Background: an optimization exercise with open tools, aiming at small area, a short achievable clock period and few clock cycles per item. Do not read the settings as production practice. Function was checked by simulation only, so behaviour that the tests miss may differ from the original.

<file path="flow/design.v">
package abpm_pkg;
  localparam int PI16      = 205887;
  localparam int HALF_PI16 = 102944;
  localparam int TWO_PI16  = 411775;
  localparam int CORDIC_K = 652032874;
  localparam logic [16:0] NONE_RADIUS = 17'h1FFFF;
  localparam int DIV_NUM_W  = 48;
  localparam int DIV_DEN_W  = 13;
  localparam int DIV_BITS   = 4;
  localparam int DIV_CYCLES = DIV_NUM_W / DIV_BITS;
  localparam logic CMD_LOAD  = 1'b0;
  localparam logic CMD_PIXEL = 1'b1;
  localparam logic [2:0] CFG_GRID_HALF_EXTENT = 3'd0;
  localparam logic [2:0] CFG_APERTURE_RADIUS  = 3'd1;
  localparam logic [2:0] CFG_PHASE_SCALE      = 3'd2;
  localparam logic [2:0] CFG_PHASE_THRESHOLD  = 3'd3;
  localparam logic [2:0] CFG_ACTIVE_TERMS     = 3'd4;
  typedef struct packed {
    logic               cmd;
    logic        [3:0]  coef_index;
    logic signed [31:0] coef_magnitude;
    logic signed [15:0] coef_angle;
    logic        [7:0]  pixel_x;
    logic        [7:0]  pixel_y;
    logic               frame_start;
  } req_word_t;
  typedef struct packed {
    logic        [16:0] radius;
    logic signed [15:0] azimuth;
    logic               aperture_pass;
    logic signed [31:0] phase;
    logic        [7:0]  phase_mask;
    logic        [16:0] min_radius;
  } res_word_t;
  typedef enum logic [3:0] {
    ST_IDLE,
    ST_DIVX,
    ST_DIVY,
    ST_SQX,
    ST_SQY,
    ST_SQRT,
    ST_VEC,
    ST_TERM,
    ST_REDUCE,
    ST_ROT,
    ST_MUL,
    ST_DIVT,
    ST_FINISH
  } state_t;
  function automatic logic [2:0] order_n(input logic [3:0] k);
    case (k)
      4'd0, 4'd1:               order_n = 3'd1;
      4'd2, 4'd3:               order_n = 3'd2;
      4'd4, 4'd5, 4'd6:         order_n = 3'd3;
      4'd7, 4'd8, 4'd9:         order_n = 3'd4;
      4'd10, 4'd11, 4'd12, 4'd13: order_n = 3'd5;
      default:                  order_n = 3'd0;
    endcase
  endfunction
  function automatic logic [2:0] order_m(input logic [3:0] k);
    case (k)
      4'd0:    order_m = 3'd0;
      4'd1:    order_m = 3'd2;
      4'd2:    order_m = 3'd1;
      4'd3:    order_m = 3'd3;
      4'd4:    order_m = 3'd0;
      4'd5:    order_m = 3'd2;
      4'd6:    order_m = 3'd4;
      4'd7:    order_m = 3'd1;
      4'd8:    order_m = 3'd3;
      4'd9:    order_m = 3'd5;
      4'd10:   order_m = 3'd0;
      4'd11:   order_m = 3'd2;
      4'd12:   order_m = 3'd4;
      4'd13:   order_m = 3'd6;
      default: order_m = 3'd0;
    endcase
  endfunction
  function automatic logic [15:0] atan_step(input logic [3:0] i);
    case (i)
      4'd0:    atan_step = 16'd51472;
      4'd1:    atan_step = 16'd30386;
      4'd2:    atan_step = 16'd16055;
      4'd3:    atan_step = 16'd8150;
      4'd4:    atan_step = 16'd4091;
      4'd5:    atan_step = 16'd2047;
      4'd6:    atan_step = 16'd1024;
      4'd7:    atan_step = 16'd512;
      4'd8:    atan_step = 16'd256;
      4'd9:    atan_step = 16'd128;
      4'd10:   atan_step = 16'd64;
      4'd11:   atan_step = 16'd32;
      4'd12:   atan_step = 16'd16;
      4'd13:   atan_step = 16'd8;
      4'd14:   atan_step = 16'd4;
      4'd15:   atan_step = 16'd2;
      default: atan_step = 16'd0;
    endcase
  endfunction
endpackage
module aberration_phase_map #(
  parameter int GRID_SIZE  = 256,
  parameter int TERM_COUNT = 14
) (
  input  logic              clk,
  input  logic              rst,
  input  logic              req_valid,
  output logic              req_ready,
  input  logic              req_cmd,
  input  logic [3:0]        req_coef_index,
  input  logic [31:0]       req_coef_magnitude,
  input  logic [15:0]       req_coef_angle,
  input  logic [7:0]        req_pixel_x,
  input  logic [7:0]        req_pixel_y,
  input  logic              req_frame_start,
  output logic              res_valid,
  input  logic              res_ready,
  output logic [16:0]       res_radius,
  output logic [15:0]       res_azimuth,
  output logic              res_aperture_pass,
  output logic [31:0]       res_phase,
  output logic [7:0]        res_phase_mask,
  output logic [16:0]       res_min_radius,
  input  logic              cfg_valid,
  output logic              cfg_ready,
  input  logic [2:0]        cfg_index,
  input  logic [31:0]       cfg_data
);
  localparam int HALF  = GRID_SIZE / 2;
  localparam int IDX_W = (TERM_COUNT > 1) ? $clog2(TERM_COUNT) : 1;
  localparam logic [12:0] PIX_LAST  = 13'(GRID_SIZE - 1);
  localparam logic [13:0] HALF_C    = 14'(HALF);
  localparam logic [3:0]  TERMS_MAX = 4'(TERM_COUNT);
  localparam logic [47:0] SAT_CAP   = 48'h8000_0000_0000;
  localparam logic signed [23:0] PI_W      = 24'(abpm_pkg::PI16);
  localparam logic signed [23:0] HALF_PI_W = 24'(abpm_pkg::HALF_PI16);
  localparam logic signed [23:0] TWO_PI_W  = 24'(abpm_pkg::TWO_PI16);
  logic [15:0] grid_half_extent;
  logic [16:0] aperture_radius;
  logic [31:0] phase_scale;
  logic [30:0] phase_threshold;
  logic [3:0]  active_terms;
  logic [31:0] coef_magnitudes [0:TERM_COUNT-1];
  logic [15:0] coef_angles     [0:TERM_COUNT-1];
  logic [16:0] running_min_radius;
  abpm_pkg::state_t state;
  abpm_pkg::state_t state_next;
  logic [12:0]        pix_row;
  logic               x_neg, y_neg;
  logic [15:0]        xq, yq;
  logic [35:0]        sq_v, sq_res, sq_bit;
  logic [16:0]        radius;
  logic signed [15:0] az;
  logic signed [33:0] cx, cy;
  logic signed [23:0] cz;
  logic [3:0]         ci;
  logic [3:0]         k;
  logic               cm_neg, cneg;
  logic [32:0]        cm_abs;
  logic [16:0]        cv;
  logic [47:0]        pw, tv;
  logic [2:0]         mstep;
  logic [1:0]         mdig;
  logic [95:0]        acc;
  logic signed [52:0] sum;
  logic [47:0]        div_num;
  logic [12:0]        div_den, div_rem;
  logic [3:0]         div_cnt;
  logic               res_valid_q;
  abpm_pkg::res_word_t          res_word;
  logic req_fire, res_fire, out_free;
  abpm_pkg::req_word_t req_word;
  assign req_word = {req_cmd, req_coef_index, req_coef_magnitude, req_coef_angle,
                     req_pixel_x, req_pixel_y, req_frame_start};
  assign req_ready         = (state == abpm_pkg::ST_IDLE);
  assign req_fire          = req_valid && req_ready;
  assign res_fire          = res_valid_q && res_ready;
  assign out_free          = !res_valid_q || res_ready;
  assign cfg_ready         = 1'b1;
  assign res_valid         = res_valid_q;
  assign res_radius        = res_word.radius;
  assign res_azimuth       = res_word.azimuth;
  assign res_aperture_pass = res_word.aperture_pass;
  assign res_phase         = res_word.phase;
  assign res_phase_mask    = res_word.phase_mask;
  assign res_min_radius    = res_word.min_radius;
  logic [2:0] n_cur, m_cur;
  logic [3:0] terms_eff;
  assign n_cur     = abpm_pkg::order_n(k);
  assign m_cur     = abpm_pkg::order_m(k);
  assign terms_eff = (active_terms > TERMS_MAX) ? TERMS_MAX : active_terms;
  logic [12:0]        pix_sel;
  logic [12:0]        pix_clamp;
  logic [12:0]        pix_x_clamp;
  logic signed [13:0] grid_d;
  logic [11:0]        grid_dmag;
  logic [27:0]        grid_prod;
  assign pix_x_clamp = (13'(req_word.pixel_x) > PIX_LAST) ? PIX_LAST
                                                             : 13'(req_word.pixel_x);
  always_comb begin
    pix_sel   = (state == abpm_pkg::ST_IDLE) ? pix_x_clamp : pix_row;
    grid_d    = $signed({1'b0, pix_sel}) - $signed(HALF_C);
    grid_dmag = grid_d[13] ? 12'(-grid_d) : grid_d[11:0];
    grid_prod = grid_dmag * grid_half_extent;
  end
  assign pix_clamp = (13'(req_word.pixel_y) > PIX_LAST) ? PIX_LAST
                                                           : 13'(req_word.pixel_y);
  logic [47:0] div_num_next;
  logic [12:0] div_rem_next;
  logic [13:0] dv_rem;
  logic        div_last;
  always_comb begin
    dv_rem       = {1'b0, div_rem};
    div_num_next = div_num;
    for (int b = 0; b < abpm_pkg::DIV_BITS; b++) begin
      dv_rem       = {dv_rem[12:0], div_num_next[47]};
      div_num_next = {div_num_next[46:0], 1'b0};
      if (dv_rem >= {1'b0, div_den}) begin
        dv_rem          = dv_rem - {1'b0, div_den};
        div_num_next[0] = 1'b1;
      end
    end
    div_rem_next = dv_rem[12:0];
  end
  assign div_last = (div_cnt == 4'(abpm_pkg::DIV_CYCLES - 1));
  logic [15:0] sq_op;
  logic [31:0] sq_prod;
  assign sq_op   = (state == abpm_pkg::ST_SQX) ? xq : yq;
  assign sq_prod = sq_op * sq_op;
  logic [35:0] sq_try;
  assign sq_try = sq_res + sq_bit;
  logic signed [17:0] xs, ys;
  logic signed [33:0] vx0, vy0;
  assign xs  = x_neg ? -$signed({2'b0, xq}) : $signed({2'b0, xq});
  assign ys  = y_neg ? -$signed({2'b0, yq}) : $signed({2'b0, yq});
  assign vx0 = 34'(xs) <<< 12;
  assign vy0 = 34'(ys) <<< 12;
  logic signed [33:0] cx_sh, cy_sh, cx_next, cy_next;
  logic signed [23:0] cz_next, at_w;
  always_comb begin
    cx_sh   = cx >>> ci;
    cy_sh   = cy >>> ci;
    at_w    = $signed({8'd0, abpm_pkg::atan_step(ci)});
    cx_next = cx;
    cy_next = cy;
    cz_next = cz;
    if (state == abpm_pkg::ST_VEC) begin
      if (cy > 0) begin
        cx_next = cx + cy_sh;
        cy_next = cy - cx_sh;
        cz_next = cz + at_w;
      end else if (cy < 0) begin
        cx_next = cx - cy_sh;
        cy_next = cy + cx_sh;
        cz_next = cz - at_w;
      end
    end else begin
      if (cz >= 0) begin
        cx_next = cx - cy_sh;
        cy_next = cy + cx_sh;
        cz_next = cz - at_w;
      end else begin
        cx_next = cx + cy_sh;
        cy_next = cy - cx_sh;
        cz_next = cz + at_w;
      end
    end
  end
  logic signed [23:0] az_wide;
  logic signed [15:0] az_next;
  logic signed [33:0] cos_wide;
  logic [16:0]        cv_next;
  always_comb begin
    az_wide = (cz_next + 24'sd4) >>> 3;
    if (az_wide > 24'sd32767)       az_next = 16'sh7FFF;
    else if (az_wide < -24'sd32768) az_next = -16'sh8000;
    else                            az_next = az_wide[15:0];
    cos_wide = (cx_next + 34'sd8192) >>> 14;
    if (cos_wide < 0)                cv_next = 17'd0;
    else if (cos_wide > 34'sd65536)  cv_next = 17'd65536;
    else                             cv_next = cos_wide[16:0];
  end
  logic signed [23:0] ang_raw, diff_w;
  logic signed [32:0] cm_w;
  logic [31:0]        cm_sel;
  logic [15:0]        ca_sel;
  always_comb begin
    cm_sel  = coef_magnitudes[k[IDX_W-1:0]];
    ca_sel  = coef_angles[k[IDX_W-1:0]];
    diff_w  = 24'(az) - 24'($signed(ca_sel));
    ang_raw = (diff_w * $signed({21'd0, m_cur})) <<< 3;
    cm_w    = $signed({cm_sel[31], cm_sel});
  end
  logic signed [23:0] fold_a, fold_r;
  logic               fold_neg;
  always_comb begin
    fold_a   = (cz > PI_W) ? cz - TWO_PI_W : cz;
    fold_neg = 1'b0;
    fold_r   = fold_a;
    if (fold_a > HALF_PI_W) begin
      fold_r   = PI_W - fold_a;
      fold_neg = 1'b1;
    end else if (fold_a < -HALF_PI_W) begin
      fold_r   = -PI_W - fold_a;
      fold_neg = 1'b1;
    end
  end
  logic [47:0] mul_a, mul_b;
  logic [15:0] mul_d;
  logic [63:0] mul_pp;
  logic [95:0] acc_next;
  logic [47:0] mul_res;
  always_comb begin
    if (mstep < n_cur) begin
      mul_a = pw;
      mul_b = {23'd0, radius, 8'd0};
    end else if (mstep == n_cur) begin
      mul_a = {16'd0, phase_scale};
      mul_b = {15'd0, cm_abs};
    end else if (mstep == 3'(n_cur + 3'd1)) begin
      mul_a = tv;
      mul_b = pw;
    end else begin
      mul_a = tv;
      mul_b = {31'd0, cv};
    end
    case (mdig)
      2'd0:    mul_d = mul_b[15:0];
      2'd1:    mul_d = mul_b[31:16];
      default: mul_d = mul_b[47:32];
    endcase
    mul_pp   = mul_a * mul_d;
    acc_next = ((mdig == 2'd0) ? 96'd0 : acc) + (96'(mul_pp) << {mdig, 4'd0});
    mul_res  = (|acc_next[95:63]) ? SAT_CAP : {1'b0, acc_next[62:16]};
  end
  logic signed [31:0] phase_sat;
  logic [32:0]        phase_mag;
  logic [16:0]        run_next;
  always_comb begin
    if (sum > 53'sd2147483647)       phase_sat = 32'sh7FFF_FFFF;
    else if (sum < -53'sd2147483648) phase_sat = 32'sh8000_0000;
    else                             phase_sat = sum[31:0];
    phase_mag = phase_sat[31] ? 33'(-$signed({phase_sat[31], phase_sat}))
                              : {1'b0, phase_sat};
    run_next = running_min_radius;
    if (phase_mag > {2'b0, phase_threshold} && radius != 17'd0 &&
        radius < running_min_radius)
      run_next = radius;
  end
  always_ff @(posedge clk) begin
    if (rst) state <= abpm_pkg::ST_IDLE;
    else     state <= state_next;
  end
  always_comb begin
    state_next = state;
    case (state)
      abpm_pkg::ST_IDLE:   if (req_fire && req_word.cmd == abpm_pkg::CMD_PIXEL) state_next = abpm_pkg::ST_DIVX;
      abpm_pkg::ST_DIVX:   if (div_last) state_next = abpm_pkg::ST_DIVY;
      abpm_pkg::ST_DIVY:   if (div_last) state_next = abpm_pkg::ST_SQX;
      abpm_pkg::ST_SQX:    state_next = abpm_pkg::ST_SQY;
      abpm_pkg::ST_SQY:    state_next = abpm_pkg::ST_SQRT;
      abpm_pkg::ST_SQRT:   if (sq_bit[0]) state_next = abpm_pkg::ST_VEC;
      abpm_pkg::ST_VEC:    if (ci == 4'd15) state_next = abpm_pkg::ST_TERM;
      abpm_pkg::ST_TERM:   state_next = (k >= terms_eff) ? abpm_pkg::ST_FINISH : abpm_pkg::ST_REDUCE;
      abpm_pkg::ST_REDUCE: if (cz >= 0 && cz < TWO_PI_W) state_next = abpm_pkg::ST_ROT;
      abpm_pkg::ST_ROT:    if (ci == 4'd15) state_next = abpm_pkg::ST_MUL;
      abpm_pkg::ST_MUL:    if (mdig == 2'd2 && mstep == 3'(n_cur + 3'd2)) state_next = abpm_pkg::ST_DIVT;
      abpm_pkg::ST_DIVT:   if (div_last) state_next = abpm_pkg::ST_TERM;
      abpm_pkg::ST_FINISH: if (out_free) state_next = abpm_pkg::ST_IDLE;
      default:   state_next = abpm_pkg::ST_IDLE;
    endcase
  end
  always_ff @(posedge clk) begin
    if (rst) begin
      grid_half_extent <= 16'd5120;
      aperture_radius  <= 17'd7680;
      phase_scale      <= 32'd65536;
      phase_threshold  <= 31'd51472;
      active_terms     <= 4'd14;
    end else if (cfg_valid && cfg_ready) begin
      case (cfg_index)
        abpm_pkg::CFG_GRID_HALF_EXTENT: grid_half_extent <= cfg_data[15:0];
        abpm_pkg::CFG_APERTURE_RADIUS:  aperture_radius  <= cfg_data[16:0];
        abpm_pkg::CFG_PHASE_SCALE:      phase_scale      <= cfg_data;
        abpm_pkg::CFG_PHASE_THRESHOLD:  phase_threshold  <= cfg_data[30:0];
        abpm_pkg::CFG_ACTIVE_TERMS:     active_terms     <= cfg_data[3:0];
        default: ;
      endcase
    end
  end
  always_ff @(posedge clk) begin
    if (rst) begin
      for (int e = 0; e < TERM_COUNT; e++) begin
        coef_magnitudes[e] <= 32'd0;
        coef_angles[e]     <= 16'd0;
      end
    end else if (req_fire && req_word.cmd == abpm_pkg::CMD_LOAD &&
                 req_word.coef_index < TERMS_MAX) begin
      coef_magnitudes[req_word.coef_index[IDX_W-1:0]] <= req_word.coef_magnitude;
      coef_angles[req_word.coef_index[IDX_W-1:0]]     <= req_word.coef_angle;
    end
  end
  always_ff @(posedge clk) begin
    if (rst) begin
      running_min_radius <= abpm_pkg::NONE_RADIUS;
      res_valid_q          <= 1'b0;
    end else begin
      if (res_fire) res_valid_q <= 1'b0;
      if (req_fire && req_word.cmd == abpm_pkg::CMD_PIXEL && req_word.frame_start)
        running_min_radius <= abpm_pkg::NONE_RADIUS;
      if (state == abpm_pkg::ST_FINISH && out_free) begin
        running_min_radius <= run_next;
        res_valid_q          <= 1'b1;
      end
    end
  end
  always_ff @(posedge clk) begin
    if (state == abpm_pkg::ST_FINISH && out_free) begin
      res_word.radius        <= radius;
      res_word.azimuth       <= az;
      res_word.aperture_pass <= (radius <= aperture_radius);
      res_word.phase         <= phase_sat;
      res_word.phase_mask    <= (phase_mag <= {2'b0, phase_threshold}) ? 8'd255 : 8'd0;
      res_word.min_radius    <= run_next;
    end
  end
  always_ff @(posedge clk) begin
    case (state)
      abpm_pkg::ST_IDLE: begin
        if (req_fire && req_word.cmd == abpm_pkg::CMD_PIXEL) begin
          pix_row <= pix_clamp;
          x_neg   <= grid_d[13];
          div_num <= 48'(grid_prod);
          div_den <= 13'(HALF);
          div_rem <= '0;
          div_cnt <= '0;
          sum     <= '0;
          k       <= '0;
        end
      end
      abpm_pkg::ST_DIVX, abpm_pkg::ST_DIVY: begin
        div_num <= div_num_next;
        div_rem <= div_rem_next;
        div_cnt <= div_cnt + 4'd1;
        if (div_last) begin
          if (state == abpm_pkg::ST_DIVX) begin
            xq      <= div_num_next[15:0];
            y_neg   <= grid_d[13];
            div_num <= 48'(grid_prod);
            div_rem <= '0;
            div_cnt <= '0;
          end else begin
            yq <= div_num_next[15:0];
          end
        end
      end
      abpm_pkg::ST_SQX: sq_v <= 36'(sq_prod);
      abpm_pkg::ST_SQY: begin
        sq_v   <= sq_v + 36'(sq_prod);
        sq_res <= '0;
        sq_bit <= 36'h4_0000_0000;
      end
      abpm_pkg::ST_SQRT: begin
        if (sq_v >= sq_try) begin
          sq_v   <= sq_v - sq_try;
          sq_res <= (sq_res >> 1) + sq_bit;
        end else begin
          sq_res <= sq_res >> 1;
        end
        sq_bit <= sq_bit >> 2;
        if (sq_bit[0]) begin
          if (sq_v >= sq_try)
            radius <= (((sq_res >> 1) + sq_bit) > 36'(abpm_pkg::NONE_RADIUS)) ? abpm_pkg::NONE_RADIUS
                      : sq_res[17:1] + 17'd1;
          else
            radius <= ((sq_res >> 1) > 36'(abpm_pkg::NONE_RADIUS)) ? abpm_pkg::NONE_RADIUS : sq_res[17:1];
          ci <= '0;
          if (vx0 < 0) begin
            cx <= -vx0;
            cy <= -vy0;
            cz <= (vy0 >= 0) ? PI_W : -PI_W;
          end else begin
            cx <= vx0;
            cy <= vy0;
            cz <= '0;
          end
        end
      end
      abpm_pkg::ST_VEC: begin
        cx <= cx_next;
        cy <= cy_next;
        cz <= cz_next;
        ci <= ci + 4'd1;
        if (ci == 4'd15) az <= az_next;
      end
      abpm_pkg::ST_TERM: begin
        cz     <= ang_raw;
        cm_neg <= cm_sel[31];
        cm_abs <= cm_sel[31] ? 33'(-cm_w) : 33'(cm_w);
      end
      abpm_pkg::ST_REDUCE: begin
        if (cz < 0) begin
          cz <= cz + TWO_PI_W;
        end else if (cz >= TWO_PI_W) begin
          cz <= cz - TWO_PI_W;
        end else begin
          cz   <= fold_r;
          cneg <= fold_neg;
          cx   <= 34'(abpm_pkg::CORDIC_K);
          cy   <= '0;
          ci   <= '0;
        end
      end
      abpm_pkg::ST_ROT: begin
        cx <= cx_next;
        cy <= cy_next;
        cz <= cz_next;
        ci <= ci + 4'd1;
        if (ci == 4'd15) begin
          cv    <= cv_next;
          pw    <= {23'd0, radius, 8'd0};
          mstep <= '0;
          mdig  <= '0;
        end
      end
      abpm_pkg::ST_MUL: begin
        acc <= acc_next;
        if (mdig == 2'd2) begin
          mdig  <= '0;
          mstep <= mstep + 3'd1;
          if (mstep < n_cur)                   pw <= mul_res;
          else                                 tv <= mul_res;
          if (mstep == 3'(n_cur + 3'd2)) begin
            div_num <= mul_res;
            div_den <= 13'(n_cur) + 13'd1;
            div_rem <= '0;
            div_cnt <= '0;
          end
        end else begin
          mdig <= mdig + 2'd1;
        end
      end
      abpm_pkg::ST_DIVT: begin
        div_num <= div_num_next;
        div_rem <= div_rem_next;
        div_cnt <= div_cnt + 4'd1;
        if (div_last) begin
          if (cm_neg != cneg) sum <= sum - $signed({5'd0, div_num_next});
          else                sum <= sum + $signed({5'd0, div_num_next});
          k <= k + 4'd1;
        end
      end
      default: ;
    endcase
  end
endmodule
</file>
<file path="flow/run.sh">
#!/bin/bash
# synth_recipe.tcl (not shown) runs the flow's synth.tcl, then flattens the netlist and writes it again
# the make line also repeats each setting of config.mk as NAME=value (left out here)
make -C /OpenROAD-flow-scripts/flow DESIGN_CONFIG=/design/flow/config.mk WORK_HOME=/design/flow/orfs CLKGATE_MAP_FILE= SYNTH_SCRIPT=/design/flow/synth_recipe.tcl finish
</file>
<file path="flow/config.mk">
export PLATFORM = sky130hd
export DESIGN_NAME = aberration_phase_map
export DESIGN_NICKNAME = aberration_phase_map
export VERILOG_FILES = /design/flow/design.v
export SDC_FILE = /design/flow/constraint.sdc
export NUM_CORES = 4
export LEC_CHECK = 0
export CAP_MARGIN = 20
export CORE_MARGIN = 2
export CORE_UTILIZATION = 40
export SLEW_MARGIN = 20
</file>
<file path="flow/constraint.sdc">
create_clock -name core_clock -period 17.0 [get_ports {clk}]
set_input_delay 3.4000 -clock core_clock [delete_from_list [all_inputs] [get_ports {clk}]]
set_output_delay 3.4000 -clock core_clock [all_outputs]
set_load 0.01 [all_outputs]
</file>
==> flow_summary.toml <==
[floorplan]
rows = 221
ios = 204
fp.dieH_microns = 607
start_util_pct = 40.2
fp.dieArea_sq_um = 369000
core_area_sq_um = 362000
dieWidth_microns = 607

[layout]
drive_above_1_share_pct = 7.26
nets = 17200
area_delta_synth_final_pct = 9.97

[route]
wl_microns = 478000
drc_errors = 0
dr_total_vias = 114000
wl_per_cell_microns = 23.7
ant_nets = 0
drt_pass1_iterations = 7
viasPerCell = 5.66
drtIter0Drc = 11300

[hold_path]
hold_start = "phase_threshold[2]$_SDFFE_PP0P_"
holdCritPathClass = "reg -> reg"
worstHoldPathCells = 2

[global_routing]
grt_pass1_vias = 111000
grt_start_max_net_pins = 95
gr-total-overflow = 0
track_usage_pct = 25.6
grt_pass1_wl_microns = 712000
antenna_found_initial = 32

[cts]
cts_tree = "yes"
cts_inserted_buffers = 191
clk_root_buffer_cell = "clkbuf_16"
worstSkewPairLatency_ns = 0.94
h-tree-depth = 4
clk_pin_slew_ns = 0.07
cts_num_sinks = 1637
clock_path_buffers = 4
post_cts_buffers = 0

[yosys]
post_synth_num_cell_types = 102
ys_top_cells_by_area = "edfxtp_1 (31%), fa_1 (13%), ha_1 (7.7%)"
synth-seq-cells = 1637
synth_edf_count = 1489
synthFlopType = "edfxtp_1"
yosys.area.top_type = "edfxtp_1"
ys_warn_count = 1
async_flop_share_pct = 0
syn_area_sq_um = 145000
avgSynthCellArea_sq_um = 9.60
synth_top_area_share_pct = 30.7
synth_cells = 15200
seq_area_frac_synth_pct = 32.8

[setup_path]
required_ns = 17.66
crit_start = "n_cur[0]$_DFF_P_"
critical_path_class = "reg -> reg"
r2r_start = "n_cur[0]$_DFF_P_"
cp_slowest_cell = "o21a_1"
cp_data_arrival_time_ns = 16.79
reg2regPathDepth = 52
path_common_cell = "fa_1"
end_kind = "register"
critPathMaxFanout = 94
crit_path_start_kind = "register"
max_stage_delay_ns = 0.84

[job]
drv_cap = 0

[sta]
setup_viol = 0
clock_skew_ns = 0.122
finalWorstSetupSlack_ns = 0.872
fmax_mhz = 62.0
grt_setup_unrepaired = "no"
period_share_pct = 94.9
hold_viol_final = 0
fin_crit_ns = 16.13
fin_tns_setup_ns = 0
tightest_slew_ns = 1.26
slew_headroom_pct = 15.5
maxSlewViolCount = 0

[place]
gp_congestion = 0.974
numPortBuffers = 202
place_ws_ns = 1.05
dpl.hpwl_microns = 354000

[run_status]
status = "finished clean"
[critical path, delay by kind of cell, from the launching register on]
family | cells | cell delay (ns)
AOI/OAI and AO/OA | 19 | 6.11
xor gates and xnor gates | 3 | 0.52
adders and majority gates | 9 | 4.05
buffers and inverters | 6 | 0.93
DFF | 1 | 0.39
muxes | 1 | 0.21
and+or+nand+nor | 14 | 3.51
[kinds of logic (layout without fill, tap and decap cells)]
kind of cell,after synthesis,in the layout,synth area share [%]
flops,1637,1637,32.8
fa+ha+maj,1875,1875,21.2
simple gates,5033,5035,16.6
compound gates,2918,2918,12.8
buf+inv,2455,2487,6.37
other cells,2,179,0.00516
mux,507,507,5.90
xor+xnor,727,727,4.38
[stage by stage]
step           area, sq um  hold WS (ns)  util, %  instances
2_1_floorplan       146000         0.426        -      15300
3_3_place_gp        154000         0.442     42.4      19800
3_5_place_dp        154000         0.446     42.5      19800
4_1_cts             160000         0.454     44.1      20100
5_1_grt             160000         0.471     44.2      20100
6_report            160000         0.451     44.2      20200
[cell usage in the layout, fill, tap and decap left out, drive strengths merged, types with 277 or more instances in the layout]
cell type,instances
ha,898
a21oi,826
nand2,1716
xnor2,431
a21o,277
and2,883
nor2,1097
edfxtp,1489
fa,977
inv,1673
xor2,296
o21ai,707
[path summary, 6_finish.rpt]
check / to / slack (ns)
max: div_num[33]$_DFFE_PP_ / 0.87
min: phase_threshold[2]$_SDFFE_PP0P_ / 0.45
max reg2reg: div_num[33]$_DFFE_PP_ / 0.87
min reg2reg: phase_threshold[2]$_SDFFE_PP0P_ / 0.45
[flip-flops by register name, summed over array words and instances, names as in the netlist, 32 cells and up, named ones only]
signal	cells
cy	34
coef_angles	256
cm_abs	33
coef_magnitudes	512
sq_v	36
phase_scale	32
div_num	48
acc	96
sq_res	36
sum	53
res_word	84
cx	34
pw	48
tv	48
[synthesized netlist by cell type (all sizes together) (63+ instances only)]
cell	number
nand2	1716
inv	1658
edfxtp	1489
nor2	1097
fa	977
ha	898
and2	883
a21oi	826
o21ai	707
clkbuf	678
xnor2	431
xor2	296
a21o	277
mux4	274
nor2b	225
nand3	221
nor3	220
mux2i	170
dfxtp	148
nand2b	136
a31oi	108
buf	106
and3	99
or3	99
a211oi	86
o21a	84
o21bai	78
nand4	76
o31ai	73
o22ai	71
nor4	68
o211ai	66
a22oi	63
mux2	63
[timing repair]
action                                 CTS  global route
setup endpoints to repair                0            67
hold buffers                             0             0
endpoints found under the hold margin    0             0
resized for setup                        0             8
[routing by layer]
layer	vias to the layer above	track usage [%]	part of all wire (%)
met3	847	4.14	8.3
li1	52100	-	-
met4	34	9.20	4.2
met5	-	0	0.046
met1	56600	35.6	43
met2	4566	40.3	45
[cell type report]
| class | instances | area [sq um] |
|---|---|---|
| sequential | 1637 | 47700 |
| timing repair buffer | 472 | 4090 |
| multi-input combinational | 11200 | 89800 |
| inverter | 1671 | 6270 |
| clock inverter | 106 | 995 |
| antenna | 17 | 42.5 |
| clock buffer | 238 | 5050 |
| tap | 4794 | 6000 |
| fill | 35000 | 202000 |
Testbench counts, summed over its fixed seeds: cycles 244,924, pixels 320.

## static timing again, ports no longer ideal
How much do the figures lean on ideal ports? The routed layout below was timed once more, with nothing changed but the port constraints.
Step 1, drivers: a clkbuf_16 drives clk and a buf_2 each remaining input, both assumed.
Step 2 also shifts input and output timing later by t, the mid clock arrival at the registers, as if the neighbouring blocks saw the same clock.
Slacks: ideal / step 1 / step 2; pairs: ideal / step 1.
t, ns: 0.978
slack for setup (ns): 0.872 / 0.872 / 0.872
pins driven straight from the clock port: 1
After both steps setup and hold are still met in this run. For this run, drivers alone change the setup slack by 0.000 ns; drivers and shift together by 0.000 ns.
